Background: an optimization exercise with open tools, aiming at small area and a short achievable clock period. Do not read the settings as production practice. Function was checked by simulation only, so behaviour that the tests miss may differ from the original. No activity file was given, so power comes from the tool's default toggle rates. The flow treats the clock pin as an ideal source, which a real chip does not have.

== exp/violet ==
==> flow/design.v (excerpt) <==
module uart_tx_cfg #(
  parameter int unsigned CLK_FREQ    = 50_000_000,
  parameter int unsigned BAUD_RATE   = 115200,
  parameter int unsigned DATA_BITS   = 8,
  parameter int unsigned PARITY_MODE = 0,
  parameter int unsigned STOP_BITS   = 1,
  parameter int unsigned FIFO_DEPTH  = 256
) (
  input  logic                          CLK,
  input  logic                          RST,
  input  logic                          i_valid,
  input  logic [DATA_BITS-1:0]          i_data,
  output logic                          o_ready,
  output logic                          o_tx,
  output logic                          o_busy,
  output logic [$clog2(FIFO_DEPTH):0]   o_level
);
Settings: LEC_CHECK=0, CAP_MARGIN=20, CORE_MARGIN=2, CORE_UTILIZATION=65, CTS_CLUSTER_DIAMETER=80, CTS_CLUSTER_SIZE=30, SETUP_SLACK_MARGIN=2.3, SLEW_MARGIN=20; clock period 4.5 ns.
run.sh (not shown) runs the stock make flow with config.mk's settings and CLKGATE_MAP_FILE= SYNTH_SCRIPT=/design/flow/synth_recipe.tcl, a recipe that flattens the netlist after the stock synthesis.
Relative to exp/violet, the following input files were edited for exp/juniper:
-- flow/config.mk --
<<< exp/violet, line 12
export CTS_CLUSTER_SIZE = 30
export SETUP_SLACK_MARGIN = 2.3
export SLEW_MARGIN = 20
>>> exp/juniper, line 12
export CTS_CLUSTER_SIZE = 30
export SETUP_SLACK_MARGIN = 2.5
export SLEW_MARGIN = 20
--- outcome ---
- exp/juniper: all stages complete, timing, DRC and antenna checks passed
- Detailed-routed wire length on met3: exp/juniper < exp/violet
- exp/juniper: initial antenna violation count higher than exp/violet
- Looking only at clock buffer instance count of the final layout, and setting everything else aside, the higher value of exp/juniper and exp/violet goes to exp/juniper.
- The lower buffering stage count on the worst path with inverters included came out of exp/juniper.
- Hold slack of exp/juniper is on par with exp/violet.

---

The RTL this note starts from:
==> flow/design.v <==
package uart_pkg;
  localparam int unsigned PARITY_NONE = 0;
  localparam int unsigned PARITY_ODD  = 1;
  localparam int unsigned PARITY_EVEN = 2;
  typedef enum logic [2:0] {
    IDLE,
    START,
    DATA,
    PARITY,
    STOP
  } tx_state_t;
  function automatic integer calc_ticks(input integer clk_hz, input integer baud);
    calc_ticks = clk_hz / baud;
  endfunction
  function automatic logic cfg_legal(input integer data_bits, input integer parity_mode,
                                     input integer stop_bits, input integer fifo_depth,
                                     input integer ticks);
    cfg_legal = (data_bits >= 5) && (data_bits <= 9) &&
           (parity_mode <= PARITY_EVEN) &&
           ((stop_bits == 1) || (stop_bits == 2)) &&
           (fifo_depth >= 2) && ((fifo_depth & (fifo_depth - 1)) == 0) &&
           (ticks >= 2);
  endfunction
endpackage
module uart_sync_fifo #(
  parameter int unsigned WIDTH = 8,
  parameter int unsigned N     = 257,   
  parameter int unsigned G     = 4
) (
  input  logic             clk,
  input  logic [N-1:0]     we,      
  input  logic [WIDTH-1:0] wd,      
  input  logic [WIDTH-1:0] wd_n,    
  input  logic             clean,   
  output logic [WIDTH-1:0] tap      
);
  logic [WIDTH*N-1:0] q;
  always_ff @(posedge clk)
    q[WIDTH-1:0] <= we[0] ? wd : (q[WIDTH*N-1 -: WIDTH] & {WIDTH{~clean}});
  for (genvar p = 1; p < N; p++) begin : g_pos
    if (p % G != 0) begin : g_hop
      always_ff @(posedge clk) q[WIDTH*p +: WIDTH] <= q[WIDTH*(p-1) +: WIDTH];
    end else if ((p / G) % 2 == 1) begin : g_wr0
      always_ff @(posedge clk)
        q[WIDTH*p +: WIDTH] <= ~(({WIDTH{we[p]}} & wd) | q[WIDTH*(p-1) +: WIDTH]);
    end else begin : g_wr1
      always_ff @(posedge clk)
        q[WIDTH*p +: WIDTH] <= ~(({WIDTH{~we[p]}} | wd_n) & q[WIDTH*(p-1) +: WIDTH]);
    end
  end
  assign tap = q[WIDTH*N-1 -: WIDTH];
endmodule
module uart_tx_cfg #(
  parameter int unsigned CLK_FREQ    = 50_000_000,
  parameter int unsigned BAUD_RATE   = 115200,
  parameter int unsigned DATA_BITS   = 8,
  parameter int unsigned PARITY_MODE = 0,
  parameter int unsigned STOP_BITS   = 1,
  parameter int unsigned FIFO_DEPTH  = 256
) (
  input  logic                          CLK,
  input  logic                          RST,
  input  logic                          i_valid,
  input  logic [DATA_BITS-1:0]          i_data,
  output logic                          o_ready,
  output logic                          o_tx,
  output logic                          o_busy,
  output logic [$clog2(FIFO_DEPTH):0]   o_level
);
  localparam int unsigned TICKS = uart_pkg::calc_ticks(CLK_FREQ, BAUD_RATE);
  localparam int unsigned TW    = $clog2(TICKS);
  localparam int unsigned LW    = $clog2(FIFO_DEPTH) + 1;
  localparam int unsigned N     = FIFO_DEPTH + 1;
  localparam int unsigned PW    = $clog2(N);
  localparam int unsigned G     = 4;
  localparam int unsigned GW    = $clog2(G);
  if (!(DATA_BITS == 8 && PARITY_MODE == uart_pkg::PARITY_NONE && STOP_BITS == 1 &&
        FIFO_DEPTH == 256 && uart_pkg::cfg_legal(DATA_BITS, PARITY_MODE, STOP_BITS,
                                                 FIFO_DEPTH, TICKS))) begin : g_cfg_err
    $error("uart_tx_cfg: only DATA_BITS 8, PARITY_MODE 0, STOP_BITS 1, FIFO_DEPTH 256 are supported");
  end
  localparam logic [1:0] S_IDLE = 2'd0, S_START = 2'd1, S_DATA = 2'd2, S_STOP = 2'd3;
  logic [1:0]           state_q, state_d;
  logic [TW-1:0]        tick_q, tick_d;
  logic [2:0]           c_q, c_d;
  logic                 nb_q, nb_d, nx_q, nx_d, nxv_q, nxv_d;
  logic                 txn_q, tx_d, busy_q, busy_d;    
  logic                 te_q, kz_q;          
  logic [LW-1:0]        lvo_q;               
  logic [LW-1:0]        level_q, level_d;
  logic [G-1:0]         pend_q, pend_d;
  logic [DATA_BITS-1:0] dly_q [G-1];
  logic [DATA_BITS-1:0] wd_q, wd_n_q, wd_d;
  logic                 wr, wr_q, full_q, ne_q;    
  logic [PW-1:0]        k_q, k_d;    
  logic [PW-1:0]        m_q, m_d;    
  logic                 push, pop, nonempty, tick_end, want, fetch, cap, clean;
  logic                 sweep_q;
  logic [N-1:0]         we;
  logic [DATA_BITS-1:0] tap;
  function automatic logic [PW-1:0] inc_pw(input logic [PW-1:0] v);
    logic [PW-1:0] m;    
    m = '0;
    for (int i = 0; i < PW; i++) begin
      inc_pw[i] = v[i] ^ ((v & m) == m);
      m[i]      = 1'b1;
    end
  endfunction
  function automatic logic [PW-1:0] dec_pw(input logic [PW-1:0] v);
    logic [PW-1:0] m;    
    m = '0;
    for (int i = 0; i < PW; i++) begin
      dec_pw[i] = v[i] ^ ((v & m) == '0);
      m[i]      = 1'b1;
    end
  endfunction
  assign nonempty = ne_q;
  assign push     = i_valid && !level_q[LW-1];
  assign tick_end = te_q;
  assign wr      = wr_q;
  always_comb begin
    logic older;
    pend_d[0] = push;
    for (int j = 1; j < G; j++) begin
      older = 1'b0;
      for (int i = j; i < G; i++) older = older | pend_q[i];
      pend_d[j] = pend_q[j-1] && !(wr && !older);
    end
    wd_d = i_data;
    for (int j = 1; j < G; j++) if (pend_d[j]) wd_d = dly_q[j-1];
  end
  assign want  = ((state_q == S_START) || ((state_q == S_DATA) && (c_q != '0))) && !nxv_q;
  assign fetch = want && kz_q;                   
  assign cap   = fetch && (c_q == 3'd7);         
  assign clean = sweep_q || cap;
  always_comb begin
    k_d = cap ? k_q : (k_q[PW-1] ? '0 : inc_pw(k_q));    
    m_d = wr ? m_q : (m_q[PW-1] ? '0 : inc_pw(m_q));
    for (int p = 0; p < N; p++) we[p] = (p % G == 0) && wr && (m_q[PW-1:GW] == (PW-GW)'(p / G));
  end
  uart_sync_fifo #(.WIDTH(DATA_BITS), .N(N), .G(G)) u_fifo (
    .clk   (CLK),
    .we    (we),
    .wd    (wd_q),
    .wd_n  (wd_n_q),
    .clean (clean),
    .tap   (tap)
  );
  always_comb begin
    state_d = state_q;
    tick_d  = tick_q;
    c_d     = c_q;
    nb_d    = nb_q;
    nx_d    = fetch ? tap[c_q] : nx_q;
    nxv_d   = nxv_q || fetch;
    tx_d    = 1'b1;
    busy_d  = 1'b1;
    pop     = 1'b0;
    if (state_q != S_IDLE) tick_d = tick_end ? '0 : inc_pw(tick_q);
    case (state_q)
      S_IDLE: begin
        busy_d = 1'b0;
        if (nonempty) begin
          pop     = 1'b1;
          state_d = S_START;
          tick_d  = '0;
        end
      end
      S_START: begin
        tx_d = 1'b0;
        if (tick_end) begin
          state_d = S_DATA;
          nb_d    = nx_q;
          nxv_d   = 1'b0;
          c_d     = 3'd1;
        end
      end
      S_DATA: begin
        tx_d = nb_q;
        if (tick_end) begin
          if (c_q == '0) begin
            state_d = S_STOP;
          end else begin
            nb_d  = nx_q;
            nxv_d = 1'b0;
            c_d   = c_q + 3'd1;
          end
        end
      end
      default: begin
        if (tick_end) begin
          if (nonempty) begin
            pop     = 1'b1;
            state_d = S_START;
          end else begin
            state_d = S_IDLE;
          end
        end
      end
    endcase
  end
  always_comb begin
    logic [LW-1:0] up, dn;
    up = inc_pw(level_q);
    dn = dec_pw(level_q);
    if (push) level_d = pop ? level_q : up;
    else      level_d = pop ? dn : level_q;
  end
  always_ff @(posedge CLK or negedge RST) begin
    if (!RST) begin
      state_q <= S_IDLE;
      c_q     <= '0;
      nxv_q   <= 1'b0;
      txn_q   <= 1'b0;
      lvo_q   <= '0;
      kz_q    <= 1'b1;
      busy_q  <= 1'b0;
      level_q <= '0;
      pend_q  <= '0;
      k_q     <= '0;
      m_q     <= '0;
      sweep_q <= 1'b1;
      tick_q  <= '0;
      te_q    <= 1'b0;
      wr_q    <= 1'b0;
      full_q  <= 1'b0;
      ne_q    <= 1'b0;
    end else begin
      state_q <= state_d;
      c_q     <= c_d;
      nxv_q   <= nxv_d;
      txn_q   <= !tx_d;
      lvo_q   <= level_d;
      kz_q    <= cap || k_q[PW-1];
      busy_q  <= busy_d;
      level_q <= level_d;
      pend_q  <= pend_d;
      k_q     <= k_d;
      m_q     <= m_d;
      sweep_q <= sweep_q && !k_q[PW-1];
      tick_q  <= tick_d;
      te_q    <= (state_q != S_IDLE) && (tick_q == TW'(TICKS - 2));
      wr_q    <= (m_d[GW-1:0] == '0) && (pend_d != '0);
      if (push && !pop)      full_q <= (level_q == LW'(FIFO_DEPTH - 1));
      else if (pop && !push) full_q <= 1'b0;
      if (push && !pop)      ne_q <= 1'b1;
      else if (pop && !push) ne_q <= (level_q != LW'(1));
    end
  end
  always_ff @(posedge CLK) begin
    nb_q    <= nb_d;
    nx_q    <= nx_d;
    dly_q[0] <= i_data;
    for (int j = 1; j < G - 1; j++) dly_q[j] <= dly_q[j-1];
    wd_q     <= wd_d;
    wd_n_q   <= ~wd_d;
  end
  assign o_tx    = !txn_q;
  assign o_busy  = busy_q;
  assign o_ready = !full_q;
  assign o_level = lvo_q;
endmodule
Settings: LEC_CHECK=0, CAP_MARGIN=20, CORE_MARGIN=2, CORE_UTILIZATION=65, CTS_CLUSTER_DIAMETER=90, CTS_CLUSTER_SIZE=32, SETUP_SLACK_MARGIN=2.5, SLEW_MARGIN=20; clock period 4.5 ns.
The first run finished with timing, DRC and antenna clean.
Then changed:
Settings changed: SETUP_SLACK_MARGIN 2.5 to 2.4.
What happened: The new run produced a clean layout. Setup slack loses 0.027 ns. Register-to-register slack loses 0.10 ns. Cell area shrinks slightly.
Then changed:
Settings changed: CTS_CLUSTER_DIAMETER 90 to 100, CTS_CLUSTER_SIZE 32 to 34, SETUP_SLACK_MARGIN 2.4 to 2.5.
Cell count rises by 0.43%.
Clock power falls by 2.8%.
Register-to-register slack gets better by 0.11 ns.
Core utilization rises by 0.29 points.

re-timing with driven ports:
In the flow no input, the clock included, has a driving cell. The finished layouts below were timed again as built, in two steps.
Step 1 (the two cells are an assumption about what drives the block):
set clk [get_ports {CLK}]
set_driving_cell -lib_cell sky130_fd_sc_hd__clkbuf_16 $clk
set_driving_cell -lib_cell sky130_fd_sc_hd__buf_2 [delete_from_list [all_inputs] $clk]
Step 2, shift: input delay + t, output delay - t, t = (earliest + latest rising clock arrival at the registers) / 2. This alone moves slack from input paths to output paths.
Slacks: no drivers / after step 1 / after step 2; pairs: no drivers / after step 1.
run | t (ns) | setup slack, ns | hold WS [ns] | latest minus earliest clock arrival (ns) | worst data-port slew with drivers (ns)
exp/violet | 0.714 | 2.198 / 2.131 / 2.126 | 0.318 / 0.311 / 0.318 | 0.032 / 0.032 | 0.04
exp/juniper | 0.726 | 2.331 / 2.262 / 1.970 | 0.320 / 0.315 / 0.320 | 0.025 / 0.025 | 0.05
the first run of note 2 | 0.707 | 2.402 / 2.337 / 1.951 | 0.319 / 0.319 / 0.319 | 0.041 / 0.041 | 0.08
the second run of note 2 | 0.726 | 2.374 / 2.303 / 1.813 | 0.320 / 0.309 / 0.320 | 0.028 / 0.027 | 0.06
the third run of note 2 | 0.711 | 2.387 / 2.324 / 1.945 | 0.316 / 0.316 / 0.316 | 0.034 / 0.034 | 0.08
After both steps every run listed still meets setup and hold. For the second run of note 2, which loses most, drivers alone change the setup slack by -0.071 ns; drivers and shift together by -0.561 ns.
